From an optimization exercise on the open Yosys and OpenROAD flow, aimed at a short achievable clock period and few clock cycles per item; shortcuts taken in it are not production practice.
Function was checked by simulation only, so behaviour that the tests miss may differ from the original.
Power and IR drop assume default switching activity.

==> design/flow/run.sh <==
#!/bin/bash
# synth_recipe.tcl (not shown) runs the flow's synth.tcl, then flattens the netlist and writes it again
# the make line also repeats each setting of config.mk as NAME=value (left out here)
make -C /OpenROAD-flow-scripts/flow DESIGN_CONFIG=/design/flow/config.mk WORK_HOME=/design/flow/orfs CLKGATE_MAP_FILE= SYNTH_SCRIPT=/design/flow/synth_recipe.tcl finish
==> design/flow/config.mk <==
export PLATFORM = sky130hd
export DESIGN_NAME = cache_wb
export DESIGN_NICKNAME = cache_wb
export VERILOG_FILES = /design/flow/design.v
export SDC_FILE = /design/flow/constraint.sdc
export NUM_CORES = 4
export LEC_CHECK = 0
export ABC_CLOCK_PERIOD_IN_PS = 3000
export CAP_MARGIN = 20
export CORE_MARGIN = 2
export CORE_UTILIZATION = 30
export PLACE_DENSITY = 0.45
export SETUP_SLACK_MARGIN = 5
export SLEW_MARGIN = 20
==> design/flow/constraint.sdc <==
create_clock -name core_clock -period 9.0 [get_ports {clk}]
set_input_delay 1.8000 -clock core_clock [delete_from_list [all_inputs] [get_ports {clk}]]
set_output_delay 1.8000 -clock core_clock [all_outputs]
set_load 0.01 [all_outputs]
==> design/flow/design.v <==
`default_nettype none
package cache_pkg;
    parameter int ADDR_W = 16;
    parameter int WORD_W = 32;
    parameter int NUM_WAYS = 4;
    parameter int WORDS_PER_BLOCK = 4;
    parameter int OFFSET_W = 2;
    parameter int AGE_W = 2;
    typedef logic [1:0] way_t;
    typedef struct packed {
        logic              cyc;
        logic              stb;
        logic              we;
        logic [ADDR_W-1:0] adr;
        logic [WORD_W-1:0] dat;
    } wb_req_t;
    typedef struct packed {
        logic              ack;
        logic [WORD_W-1:0] dat;
    } wb_rsp_t;
    typedef enum logic [2:0] {
        IDLE,
        LOOKUP,
        WRITEBACK,
        REFILL,
        RESPOND
    } cache_state_e;
endpackage
`default_nettype wire
`timescale 1ns/10ps
`default_nettype none
module cache_wb (
    input  wire logic        clk,
    input  wire logic        rst_n,
    input  wire logic        cpu_cyc,
    input  wire logic        cpu_stb,
    input  wire logic        cpu_we,
    input  wire logic [15:0] cpu_adr,
    input  wire logic [31:0] cpu_dat_w,
    output logic             cpu_ack,
    output logic      [31:0] cpu_dat_r,
    output logic             mem_cyc,
    output logic             mem_stb,
    output logic             mem_we,
    output logic      [15:0] mem_adr,
    output logic      [31:0] mem_dat_w,
    input  wire logic        mem_ack,
    input  wire logic [31:0] mem_dat_r
);
    localparam logic [1:0] S_IDLE = 2'd0;
    localparam logic [1:0] S_MISS = 2'd1;
    localparam logic [1:0] S_ACK  = 2'd2;
    logic [31:0] dmem  [4][8][4];    
    logic [10:0] tag_q [8][4];
    logic [3:0]  valid_q [8];
    logic [3:0]  dirty_q [8];
    logic [1:0]  age_q [8][4];
    logic [1:0]  st;
    logic        ack_q;
    logic        stb_q;
    logic        we_q;
    logic [15:0] adr_q;
    logic [31:0] dat_w_q;
    logic [2:0]  n_q;         
    logic [10:0] rtag_q;
    logic [2:0]  ridx_q;
    logic [1:0]  roff_q;
    logic        rwe_q;
    logic [31:0] rdat_q;
    logic        miss_q;
    logic [1:0]  way_q;
    logic        vdirty_q;
    logic [10:0] vtag_q;
    logic [31:0] word_q [4];
    logic [3:0]  sel_q;
    logic        req;
    logic [2:0]  idx;
    logic [10:0] tag;
    logic [1:0]  off;
    logic [3:0]  match;
    logic        hit;
    logic [1:0]  hit_way;
    logic [1:0]  victim;
    logic [3:0]  vld;
    assign req = cpu_cyc && cpu_stb;
    assign idx = cpu_adr[4:2];
    assign tag = cpu_adr[15:5];
    assign off = cpu_adr[1:0];
    assign vld = valid_q[idx];
    always_comb
    begin
        match   = '0;
        hit_way = '0;
        for (int w = 0; w < 4; w++)
        begin
            match[w] = vld[w] && (tag_q[idx][w] == tag);
            if (match[w])
                hit_way = 2'(w);
        end
    end
    assign hit = |match;
    always_comb
    begin
        victim = '0;
        for (int w = 3; w >= 0; w--)
            if (age_q[idx][w] == 2'd3)
                victim = 2'(w);
        for (int w = 3; w >= 0; w--)
            if (!vld[w])
                victim = 2'(w);
    end
    logic        mem_go;
    logic        last;
    logic [2:0]  n_nxt;
    logic        wb_nxt;
    logic [15:0] adr_nxt;
    assign mem_go  = (st == S_MISS) && mem_ack;
    assign last    = (n_q == 3'd7);
    assign n_nxt   = (n_q == 3'd0) ? (vdirty_q ? 3'd1 : 3'd5) : n_q + 3'd1;
    assign wb_nxt  = (n_nxt >= 3'd1) && (n_nxt <= 3'd4);
    assign adr_nxt = wb_nxt ? {vtag_q, ridx_q, n_q[1:0]}
                            : {rtag_q, ridx_q, 2'(roff_q + n_nxt[1:0])};
    always_ff @(posedge clk or negedge rst_n)
    begin
        if (!rst_n)
        begin
            st    <= S_IDLE;
            ack_q <= 1'b0;
            stb_q <= 1'b0;
            n_q   <= '0;
        end
        else
        begin
            case (st)
                S_IDLE:
                    if (req)
                    begin
                        if (hit)
                        begin
                            st    <= S_ACK;
                            ack_q <= 1'b1;
                        end
                        else
                        begin
                            st    <= S_MISS;
                            stb_q <= 1'b1;
                        end
                    end
                S_MISS:
                    if (mem_ack)
                    begin
                        if (last)
                        begin
                            st    <= S_ACK;
                            ack_q <= 1'b1;
                            stb_q <= 1'b0;
                            n_q   <= '0;
                        end
                        else
                            n_q <= n_nxt;
                    end
                default:
                begin
                    st    <= S_IDLE;
                    ack_q <= 1'b0;
                end
            endcase
        end
    end
    always_ff @(posedge clk)
    begin
        if (st == S_IDLE)
        begin
            rtag_q   <= tag;
            ridx_q   <= idx;
            roff_q   <= off;
            rwe_q    <= cpu_we;
            rdat_q   <= cpu_dat_w;
            miss_q   <= !hit;
            way_q    <= hit ? hit_way : victim;
            vdirty_q <= vld[victim] && dirty_q[idx][victim];
            vtag_q   <= tag_q[idx][victim];
            sel_q    <= hit ? match : 4'b0001;
            for (int w = 0; w < 4; w++)
                word_q[w] <= dmem[w][idx][off];
            we_q     <= 1'b0;
            adr_q    <= cpu_adr;
        end
        else if (mem_go)
        begin
            if (n_q == 3'd0)
                word_q[0] <= mem_dat_r;
            we_q    <= wb_nxt;
            adr_q   <= adr_nxt;
            dat_w_q <= dmem[way_q][ridx_q][n_q[1:0]];
        end
    end
    logic        d_we;
    logic [1:0]  d_off;
    logic [31:0] d_dat;
    assign d_we  = (mem_go && (n_q >= 3'd5)) || ((st == S_ACK) && (rwe_q || miss_q));
    assign d_off = (st == S_ACK) ? roff_q : adr_q[1:0];
    assign d_dat = (st == S_ACK) ? (rwe_q ? rdat_q : word_q[0]) : mem_dat_r;
    always_ff @(posedge clk)
    begin
        if (d_we)
            dmem[way_q][ridx_q][d_off] <= d_dat;
        if ((st == S_ACK) && miss_q)
            tag_q[ridx_q][way_q] <= rtag_q;
    end
    always_ff @(posedge clk or negedge rst_n)
    begin
        if (!rst_n)
        begin
            for (int s = 0; s < 8; s++)
            begin
                valid_q[s] <= '0;
                dirty_q[s] <= '0;
                for (int w = 0; w < 4; w++)
                    age_q[s][w] <= 2'(w);
            end
        end
        else if (st == S_ACK)
        begin
            if (miss_q)
            begin
                valid_q[ridx_q][way_q] <= 1'b1;
                dirty_q[ridx_q][way_q] <= rwe_q;
            end
            else if (rwe_q)
                dirty_q[ridx_q][way_q] <= 1'b1;
            for (int w = 0; w < 4; w++)
            begin
                if (2'(w) == way_q)
                    age_q[ridx_q][w] <= '0;
                else if (age_q[ridx_q][w] < age_q[ridx_q][way_q])
                    age_q[ridx_q][w] <= age_q[ridx_q][w] + 2'd1;
            end
        end
    end
    assign cpu_ack   = ack_q;
    assign cpu_dat_r = ({32{sel_q[0]}} & word_q[0]) | ({32{sel_q[1]}} & word_q[1]) |
                       ({32{sel_q[2]}} & word_q[2]) | ({32{sel_q[3]}} & word_q[3]);
    assign mem_cyc   = stb_q;
    assign mem_stb   = stb_q;
    assign mem_we    = we_q;
    assign mem_adr   = adr_q;
    assign mem_dat_w = dat_w_q;
endmodule
`default_nettype wire
==> qor.yml, run 1 <==
critPathMaxFanout: 2
yosysWarningCount: 5
arrival_ns: 3.19
core-area_um2: 735400
wl_per_cell_um: 44.38
clockBufferDepth: 4
die-area_um2: 744800
first_pass_iters: 6
cts_htree_levels: 6
p_int_mw: 47.18
antenna_left: 0
ys_ff_latch: 4828
io_buffers: 169
p_leak_nw: 82.93
antenna_found_initial: 99
synthAdderAreaFrac_pct: 0.1017
period_needed_ns: 4.994
seqPwrFrac_pct: 36.7
max_freq_mhz: 200.2
avgSynthCellArea_um2: 20.53
rsz0062_at_grt: "yes"
status: "finished clean"
hold_buffers: 0
syn2layout_area_growth_pct: 19.59
num_vias: 131952
finalNetCount: 11723
synthFlopType: "edfxtp_1"
synth_edf_count: 4692
vdd_drop_max_v: 0.0002054
max_slew_margin_pct: 5.847
register_area_um2: 144300
die_x_um: 863.0
switching_share_pct: 34.78
die_h_um: 863.0
grt_usage_pct: 25.16
synthCells: 10782
drive_gt1_share_pct: 40.46
grt_pass1_wl_um: 1265000
powerDensity_nw_per_um2: 273.3
power_frac_clock_pct: 30.7
layout_commonest_cell: "edfxtp_1"
io_pins: 170
crit_path_start_kind: "register"
crit_type: "reg -> out"
syn-num-nets: 10886
period_share_pct: 55.49
place.gp.congestion: 0.8858
synth_xor_area_share_pct: 0.1978
finalWirelength_um: 973300
tns_ns: 0
setup_viol: 0
numCtsBuffers: 554
required_ns: 7.20
initial_core_util_pct: 30.10
finalPower_mw: 72.34
grt_max_degree: 129
final_cell_mix: "4692 x edfxtp_1, 2575 x mux4_2, 660 x nand2_1, 589 x clkbuf_16, 519 x buf_4"
synth_simple_gate_area_share_pct: 2.275
hold_viol: 0
synth-async-reset-ratio_pct: 2.796
end_kind: "output pin"
vias_per_cell: 6.017
drt_iter0_markers: 20991
clock_latency_ns: 1.12
finalMaxSlewViolations: 0
drc_errors: 0
pwr-share-comb_pct: 32.6
cts_sinks: 4828
skew_ns: 0.04375
dp_hpwl_um: 604300
multi_input_area_um2: 76510
cts_root_buffer: "clkbuf_16"
maxCapViolations: 0
grt_overflow: 0
switchingPower_mw: 25.16
yosys-mux-area-fraction_pct: 27.80
synth_compound_area_share_pct: 2.727
synth_cell_types: 95
syn-cell-area_um2: 221400
clkSlewWorstSetupHoldPaths_ns: 0.06
grt_pass1_vias: 129260
synth_top_family_by_area: "multiplexers"
cts_tree: "built"
ys_seq_area_share_pct: 65.20
rows: 315
worst_slew_pin_slew_ns: 1.412
hold_path_class: "reg -> reg"
num-fill-cells: 67620
==> layer usage <==
metal / vias up / GRT usage, % / wire (um)
met2: 8421 / 39.04 / 445200
met5: - / 0 / 167
met3: 1495 / 6.949 / 105400
met4: 24 / 11.19 / 52090
met1: 73400 / 33.15 / 370400
li1: 48612 / - / -
==> final timing paths <==
check,start,end,slack [ns],cells after the start
worst max register to register,n_q[0]$_DFFE_PN0P_,dat_w_q[18]$_DFFE_PP_,4.73,11
max in group asynchronous,rst_n,age_q[26][0]$_DFFE_PN0P_,6.88,2
worst min-delay path,valid_q[2][2]$_DFFE_PN0P_,valid_q[2][2]$_DFFE_PN0P_,0.45,1
min in group asynchronous,rst_n,n_q[0]$_DFFE_PN0P_,0.67,1
worst min register to register,valid_q[2][2]$_DFFE_PN0P_,valid_q[2][2]$_DFFE_PN0P_,0.45,1
worst max-delay path,word_q[0][29]$_DFFE_PP_,cpu_dat_r[29],4.01,3
==> power groups by stage <==
stage / sequential (mW) / clock [mW] / combinational, mW
finish: 26.5 / 22.2 / 23.6
global route: 26.5 / 23.3 / 23.9
CTS: 26.5 / 22.5 / 22.8
detailed placement: 27.1 / 0 / 20.5
global placement: 27.1 / 0 / 20.5
floorplan: 26.5 / 0 / 10.7
==> per-stage QoR <==
stage / worst slack, ns / instances / cell area [um^2] / hold WS (ns) / utilization, %
floorplan: 3.766 / 10782 / 222400 / 0.4189 / -
global placement: 2.255 / 20431 / 237900 / 0.4339 / 32.34
detailed placement: 2.389 / 20464 / 238600 / 0.4355 / 32.44
CTS: 4.176 / 21743 / 262500 / 0.4490 / 35.70
global route: 4.106 / 21896 / 264600 / 0.4696 / 35.98
finish: 4.006 / 21929 / 264700 / 0.4493 / 35.99
==> critical path, stage by stage (launching register included) <==
cell	delay, ns
edfxtp_1	0.61
a22oi_2	0.91
nand2_4	0.31
buf_6	0.23
==> area by class of cell <==
cell class	instances	share of cell area (%)
Sequential cell	4828	54.53
Multi-Input combinational cell	5097	28.90
Inverter	32	0.07184
Antenna cell	62	0.05861
Clock buffer	693	5.550
Tap cell	9827	4.645
Clock inverter	284	0.9604
Timing Repair Buffer	1105	5.280
Timing Repair inverter	1	0.003309
==> kinds of logic (layout without fill, tap and decap cells) <==
family | after synthesis | count (layout)
AO/OA/AOI/OAI | 883 | 886
XOR/XNOR | 50 | 50
adder cells (fa/ha/maj) | 18 | 18
buffers and inverters | 873 | 2115
flip-flops | 4828 | 4828
multiplexers | 2920 | 2920
other | 0 | 62
AND/OR/NAND/NOR | 1210 | 1223
==> flip-flops by register name (all words and copies together) (netlist names), 11 cells and up <==
name / flops
rtag_q: 11
dat_w_q: 32
vtag_q: 11
rdat_q: 32
valid_q: 32
dirty_q: 32
age_q: 64
dmem: 4096
adr_q: 16
word_q: 128
tag_q: 352
==> timing repair <==
item                       in CTS  in global routing
cloned                         69                 24
setup endpoints to repair    4820               2590
resized for setup             750                168
buffers inserted              233                 95
pin swaps                     164                 85
==> cells in the mapped netlist, types with 19 or more instances <==
| cell type | number | share of area, % |
|---|---|---|
| mux4_2 | 2575 | 26 |
| clkbuf_1 | 432 | 0.73 |
| nand3_1 | 52 | 0.12 |
| a22o_1 | 21 | 0.083 |
| o21bai_1 | 24 | 0.081 |
| o21ai_1 | 19 | 0.043 |
| mux2_2 | 59 | 0.30 |
| buf_6 | 24 | 0.12 |
| buf_1 | 203 | 0.34 |
| a21oi_1 | 122 | 0.28 |
| o22ai_1 | 42 | 0.12 |
| buf_2 | 159 | 0.36 |
| a22oi_1 | 154 | 0.52 |
| mux2i_1 | 285 | 1.3 |
| a211oi_1 | 20 | 0.068 |
| edfxtp_1 | 4692 | 64 |
| nand2_1 | 725 | 1.2 |
| a21o_1 | 24 | 0.081 |
| nor2_1 | 305 | 0.52 |
| buf_4 | 22 | 0.075 |
| a221o_1 | 26 | 0.12 |
| o21ai_0 | 208 | 0.47 |
| a31oi_1 | 36 | 0.10 |
| inv_1 | 24 | 0.041 |
| nand2b_1 | 19 | 0.054 |
| a221oi_1 | 65 | 0.26 |
| dfstp_2 | 32 | 0.38 |
| dfrtp_1 | 103 | 1.2 |
| xnor2_1 | 48 | 0.19 |
| o41ai_1 | 22 | 0.087 |
Testbench counts, summed over its fixed seeds: cycles 395,319, items 32,000.
==> run 2, diff against run 1 <==
--- a/design/flow/design.v
+++ b/design/flow/design.v
@@ -58,7 +58,2 @@
     logic [1:0]  st;
-    logic        ack_q;
-    logic        stb_q;
-    logic        we_q;
-    logic [15:0] adr_q;
-    logic [31:0] dat_w_q;
     logic [2:0]  n_q;         
@@ -73,4 +68,9 @@
     logic [10:0] vtag_q;
-    logic [31:0] word_q [4];
-    logic [3:0]  sel_q;
+    logic [31:0] crit_q;      
+    logic        ack_q;
+    logic        stb_q;
+    logic        we_q;
+    logic [15:0] adr_q;
+    logic [31:0] dat_w_q;
+    logic [31:0] dat_r_q;
     logic        req;
@@ -84,2 +84,3 @@
     logic [3:0]  vld;
+    logic [31:0] hit_word;
     assign req = cpu_cyc && cpu_stb;
@@ -91,4 +92,5 @@
     begin
-        match   = '0;
-        hit_way = '0;
+        match    = '0;
+        hit_way  = '0;
+        hit_word = '0;
         for (int w = 0; w < 4; w++)
@@ -98,2 +100,3 @@
                 hit_way = 2'(w);
+            hit_word = hit_word | ({32{match[w]}} & dmem[w][idx][off]);
         end
@@ -114,8 +117,11 @@
     logic [2:0]  n_nxt;
-    logic        wb_nxt;
-    logic [15:0] adr_nxt;
-    assign mem_go  = (st == S_MISS) && mem_ack;
-    assign last    = (n_q == 3'd7);
-    assign n_nxt   = (n_q == 3'd0) ? (vdirty_q ? 3'd1 : 3'd5) : n_q + 3'd1;
+    assign mem_go = (st == S_MISS) && mem_ack;
+    assign last   = (n_q == 3'd7);
+    assign n_nxt  = (n_q == 3'd0) ? (vdirty_q ? 3'd1 : 3'd5) : n_q + 3'd1;
+    logic        wb_cur, wb_nxt;
+    logic [15:0] adr_cur, adr_nxt;
+    assign wb_cur  = (n_q >= 3'd1) && (n_q <= 3'd4);
     assign wb_nxt  = (n_nxt >= 3'd1) && (n_nxt <= 3'd4);
+    assign adr_cur = wb_cur ? {vtag_q, ridx_q, 2'(n_q - 3'd1)}
+                            : {rtag_q, ridx_q, 2'(roff_q + n_q[1:0])};
     assign adr_nxt = wb_nxt ? {vtag_q, ridx_q, n_q[1:0]}
@@ -133,2 +139,4 @@
         begin
+            ack_q <= ((st == S_IDLE) && req && hit) || (mem_go && last);
+            stb_q <= ((st == S_IDLE) && req && !hit) || ((st == S_MISS) && !(mem_ack && last));
             case (st)
@@ -136,14 +144,3 @@
                     if (req)
-                    begin
-                        if (hit)
-                        begin
-                            st    <= S_ACK;
-                            ack_q <= 1'b1;
-                        end
-                        else
-                        begin
-                            st    <= S_MISS;
-                            stb_q <= 1'b1;
-                        end
-                    end
+                        st <= hit ? S_ACK : S_MISS;
                 S_MISS:
@@ -153,6 +150,4 @@
                         begin
-                            st    <= S_ACK;
-                            ack_q <= 1'b1;
-                            stb_q <= 1'b0;
-                            n_q   <= '0;
+                            st  <= S_ACK;
+                            n_q <= '0;
                         end
@@ -162,6 +157,3 @@
                 default:
-                begin
-                    st    <= S_IDLE;
-                    ack_q <= 1'b0;
-                end
+                    st <= S_IDLE;
             endcase
@@ -182,7 +174,12 @@
             vtag_q   <= tag_q[idx][victim];
-            sel_q    <= hit ? match : 4'b0001;
-            for (int w = 0; w < 4; w++)
-                word_q[w] <= dmem[w][idx][off];
-            we_q     <= 1'b0;
-            adr_q    <= cpu_adr;
+        end
+        if (mem_go && (n_q == 3'd0))
+            crit_q <= mem_dat_r;
+    end
+    always_ff @(posedge clk)
+    begin
+        if (st == S_IDLE)
+        begin
+            we_q  <= 1'b0;
+            adr_q <= cpu_adr;
         end
@@ -190,8 +187,18 @@
         begin
-            if (n_q == 3'd0)
-                word_q[0] <= mem_dat_r;
-            we_q    <= wb_nxt;
-            adr_q   <= adr_nxt;
+            we_q  <= wb_nxt;
+            adr_q <= adr_nxt;
+        end
+        else
+        begin
+            we_q  <= wb_cur;
+            adr_q <= adr_cur;
+        end
+        if (mem_go)
             dat_w_q <= dmem[way_q][ridx_q][n_q[1:0]];
-        end
+        else
+            dat_w_q <= dmem[way_q][ridx_q][2'(n_q - 3'd1)];
+        if (st == S_MISS)
+            dat_r_q <= crit_q;
+        else
+            dat_r_q <= hit_word;
     end
@@ -201,4 +208,4 @@
     assign d_we  = (mem_go && (n_q >= 3'd5)) || ((st == S_ACK) && (rwe_q || miss_q));
-    assign d_off = (st == S_ACK) ? roff_q : adr_q[1:0];
-    assign d_dat = (st == S_ACK) ? (rwe_q ? rdat_q : word_q[0]) : mem_dat_r;
+    assign d_off = (st == S_ACK) ? roff_q : 2'(roff_q + n_q[1:0]);
+    assign d_dat = (st == S_ACK) ? (rwe_q ? rdat_q : crit_q) : mem_dat_r;
     always_ff @(posedge clk)
@@ -241,4 +248,3 @@
     assign cpu_ack   = ack_q;
-    assign cpu_dat_r = ({32{sel_q[0]}} & word_q[0]) | ({32{sel_q[1]}} & word_q[1]) |
-                       ({32{sel_q[2]}} & word_q[2]) | ({32{sel_q[3]}} & word_q[3]);
+    assign cpu_dat_r = dat_r_q;
     assign mem_cyc   = stb_q;
==> run 2 against run 1 <==
Effect of this change:
- clock-buffer cell count grew 42
- area after synthesis grew 13%
- total power grew 24%
- maximum frequency grew 12%
- synthesized cell count grew 21%
- non-clock buffer count grew 306
- design area grew 15%
==> qor.yml, run 2 <==
synthCells: 13034  # +21%
synth_cell_types: 88  # -7.4%
drc_errors: 0  # unchanged
io_buffers: 169  # unchanged
placed_area_um2: 270100  # +13%
cts_root_buffer: "clkbuf_16"
syn-num-nets: 13138  # +21%
end_kind: "register"
grt_usage_pct: 27.00  # +1.8 points
crit_type: "reg -> reg"
wl_met2_um: 529100  # +19%
switchingPower_mw: 32.66  # +30%
top_register: "dmem"
num_vias: 164629  # +25%
die_x_um: 918.6  # +6.4%
cts_tree: "built"
die_h_um: 918.6  # +6.4%
rsz0062_at_grt: "yes"
routedLengthMet1_um: 465000  # +26%
syn2layout_area_growth_pct: 20.83
switching_share_pct: 36.51  # +1.7 points
hold_slack_ns: 0.4614  # +0.01216 ns
seqPwrFrac_pct: 28.6  # -8.1 points
synth_top_area_share_pct: 54.37  # -9.3 points
maxCapViolations: 0  # unchanged
layout_commonest_cell: "edfxtp_1"
highest_layer: "met5"
grt_pass1_vias: 158930  # +23%
die-area_um2: 843800  # +13%
rows: 335  # +6.3%
synth_area_leader_cell: "edfxtp_1"
avgSynthCellArea_um2: 19.25  # -6.2%
initial_core_util_pct: 30.13  # +0.033 points
max_freq_mhz: 225.3  # +12%
first_pass_iters: 6  # unchanged
arrival_ns: 5.33  # +2.14 ns
skew_ns: 0.1138  # +0.07000 ns
numCtsBuffers: 585  # +5.6%
max_slew_margin_pct: 20.20  # +14 points
crit_chain: "buf_6 -> buf_6 -> inv_4 -> ha_4 -> buf_12 -> buf_16 -> buf_12 -> buf_12 -> buf_16 -> buf_12 -> buf_16 -> mux4_2 -> mux4_2 -> mux4_2 -> mux4_2"
pwr-share-comb_pct: 44.5  # +12 points
crit_slowest_cell: "mux4_2"
grt_pass1_wl_um: 1550000  # +23%
io_pins: 170  # unchanged
grt_overflow: 0  # unchanged
crit_path_start_kind: "register"
syn-cell-area_um2: 251000  # +13%
antenna_found_initial: 114  # +15%
drive_gt1_share_pct: 45.94  # +5.5 points
drt_iter0_markers: 24999  # +19%
top_regs: "dmem: 4096 flops, tag_q: 352 flops, age_q: 64 flops"
power_frac_clock_pct: 26.9  # -3.8 points
hold_buffers: 0  # unchanged
cp.buffers_inverters: 10  # +9
clkSlewWorstSetupHoldPaths_ns: 0.06  # about the same
final_cell_mix: "4544 x edfxtp_1, 3727 x mux4_2, 777 x nand2_1, 633 x clkbuf_16, 601 x buf_4"
powerDensity_nw_per_um2: 295.0  # +7.9%
required_ns: 9.89  # +2.69 ns
cts_sinks: 4760  # -1.4%
cp_top_family: "multiplexers"
yosys-top-cells-count: "4544 x edfxtp_1, 3727 x mux4_2, 832 x nand2_1, 612 x clkbuf_1, 424 x mux2i_1"
vdd_drop_max_v: 0.0003193  # +56%
grt_max_degree: 129  # unchanged
hold_path_class: "reg -> reg"
cpPeakStageDelay_ns: 0.70  # -0.21 ns
vias_per_cell: 6.434  # +6.9%
antenna_left: 0  # unchanged
period_needed_ns: 4.439  # -0.5548 ns
ys_seq_area_share_pct: 56.38  # -8.8 points
tns_ns: 0  # unchanged
status: "finished clean"
synthTopCellsByArea: "edfxtp_1 54%, mux4_2 33%, mux2i_1 1.7%"
clock_latency_ns: 1.18  # +0.06 ns
synth-async-reset-ratio_pct: 2.836  # +0.040 points
critPathMaxFanout: 8  # +6
hold_viol: 0  # unchanged
place.gp.congestion: 0.8418  # -5.0%
setup_viol: 0  # unchanged
synthFlopType: "edfxtp_1"
worst_slew_pin_slew_ns: 1.197  # -0.2153 ns
wl_met3_um: 116000  # +10%
p_int_mw: 56.78  # +20%
synth.most_common_cell: "edfxtp_1"
p_leak_nw: 94.46  # +14%
final_area_um2: 303200  # +15%
period_share_pct: 49.32  # -6.2 points
synth_edf_count: 4544  # -3.2%
wl_per_cell_um: 46.35  # +4.4%
dp_hpwl_um: 684600  # +13%
finalWirelength_um: 1186000  # +22%
finalMaxSlewViolations: 0  # unchanged
finalNetCount: 13924  # +19%
cts_htree_levels: 6  # unchanged
clockBufferDepth: 4  # unchanged
largest_register_ff_count: 4096  # unchanged
core-area_um2: 832900  # +13%
yosysWarningCount: 4  # -1
ys_ff_latch: 4760  # -1.4%
## run 2: worst register-to-register path: cells and delay by family (launching register included)
kind	cells	cell delay, ns
buffers and inverters	10	1.41
multiplexers	4	2.01
flip-flops	1	0.49
adder cells (fa/ha/maj)	1	0.21
## run 2: final timing paths
| kind | endpoint | startpoint | cells after the start | slack, ns |
|---|---|---|---|---|
| max reg2reg | dat_w_q[1]$_DFF_P_ | n_q[0]$_DFFE_PN0P_ | 15 | 4.56 |
| min reg2reg | valid_q[1][3]$_DFFE_PN0P_ | valid_q[1][3]$_DFFE_PN0P_ | 2 | 0.46 |
| min | valid_q[1][3]$_DFFE_PN0P_ | valid_q[1][3]$_DFFE_PN0P_ | 2 | 0.46 |
| max in group asynchronous | valid_q[7][1]$_DFFE_PN0P_ | rst_n | 2 | 6.99 |
| max | dat_w_q[1]$_DFF_P_ | n_q[0]$_DFFE_PN0P_ | 15 | 4.56 |
| min in group asynchronous | valid_q[5][1]$_DFFE_PN0P_ | rst_n | 1 | 0.73 |
## run 2: through the flow
step                setup slack (ns)  util (%)  cells  power [mW]
finish                         4.561     36.41  25586       89.44
global route                   4.558     36.39  25531       91.37
floorplan                      3.747         -  13034       46.65
CTS                            4.442     35.87  25205       87.83
global placement               2.051     32.41  23755       59.06
detailed placement             2.072     32.43  23763       58.83
## run 2: routing by layer
layer  track usage [%]  up-vias
met1             36.79    91993
li1                  -    59446
met2             40.53    11061
met5                 0        -
met3             5.845     2095
met4             14.50       34
## run 2: cells by family after synthesis
kind of cell	synth area share [%]
DFF	56.38
muxes	35.44
and+or+nand+nor	2.405
AOI/OAI and AO/OA	3.414
buffers and inverters	2.074
xor gates and xnor gates	0.1920
adders and majority gates	0.08975
## run 2: repair_timing
action	in CTS	in global routing
setup endpoints to repair	5674	1536
gates cloned	111	40
resized for setup	875	325
pin swaps	114	96
buffers inserted	275	156
## run 2: area by class of cell
class	count	area [um^2]
inverter	16	170.2
fill	76748	529600
timing repair inverter	2	22.52
clock buffer	735	15630
antenna	176	440.4
clock inverter	321	3342
tap	11121	13910
timing repair buffer	1411	19520
multi-input combinational	7044	108600
sequential	4760	141600
## run 2: power groups by stage
stage	Sequential (mW)	Clock, mW	Combinational, mW
floorplan	25.7	0	20.9
global placement	26.1	0	32.9
detailed placement	26.1	0	32.7
CTS	25.6	24.3	37.9
global route	25.6	25.1	40.7
finish	25.6	24.0	39.8
Testbench counts of run 2, summed over its fixed seeds: cycles 395,319, items 32,000.

==> re-timing with driven ports <==
The results above use ideal ports. As a check the final layouts listed here were re-extracted and re-timed, cells and wires unchanged. Step 1 (the two cells are an assumption about what drives the block):
set clk [get_ports {clk}]
set_driving_cell -lib_cell sky130_fd_sc_hd__clkbuf_16 $clk
set_driving_cell -lib_cell sky130_fd_sc_hd__buf_2 [delete_from_list [all_inputs] $clk]
Step 2 adds t to the input delays and takes it off the output delays; t is the mean of the earliest and latest rising clock arrival at the registers after step 1. Input paths then give back, and output paths get back, about the clock's delay inside the block. a / b / c = no drivers / after step 1 / after step 2; a / b = the first two.
| run | shift t [ns] | slack for setup (ns) | cell pins on the clock port's net |
|---|---|---|---|
| run 1 | 1.240 | 4.006 / 3.870 / 3.344 | 1 |
| run 2 | 1.267 | 4.561 / 4.561 / 3.340 | 1 |
After both steps setup and hold are still met in every run listed. The setup slack of run 2, which loses most, moves by 0.000 ns with the drivers and by -1.221 ns with both steps.
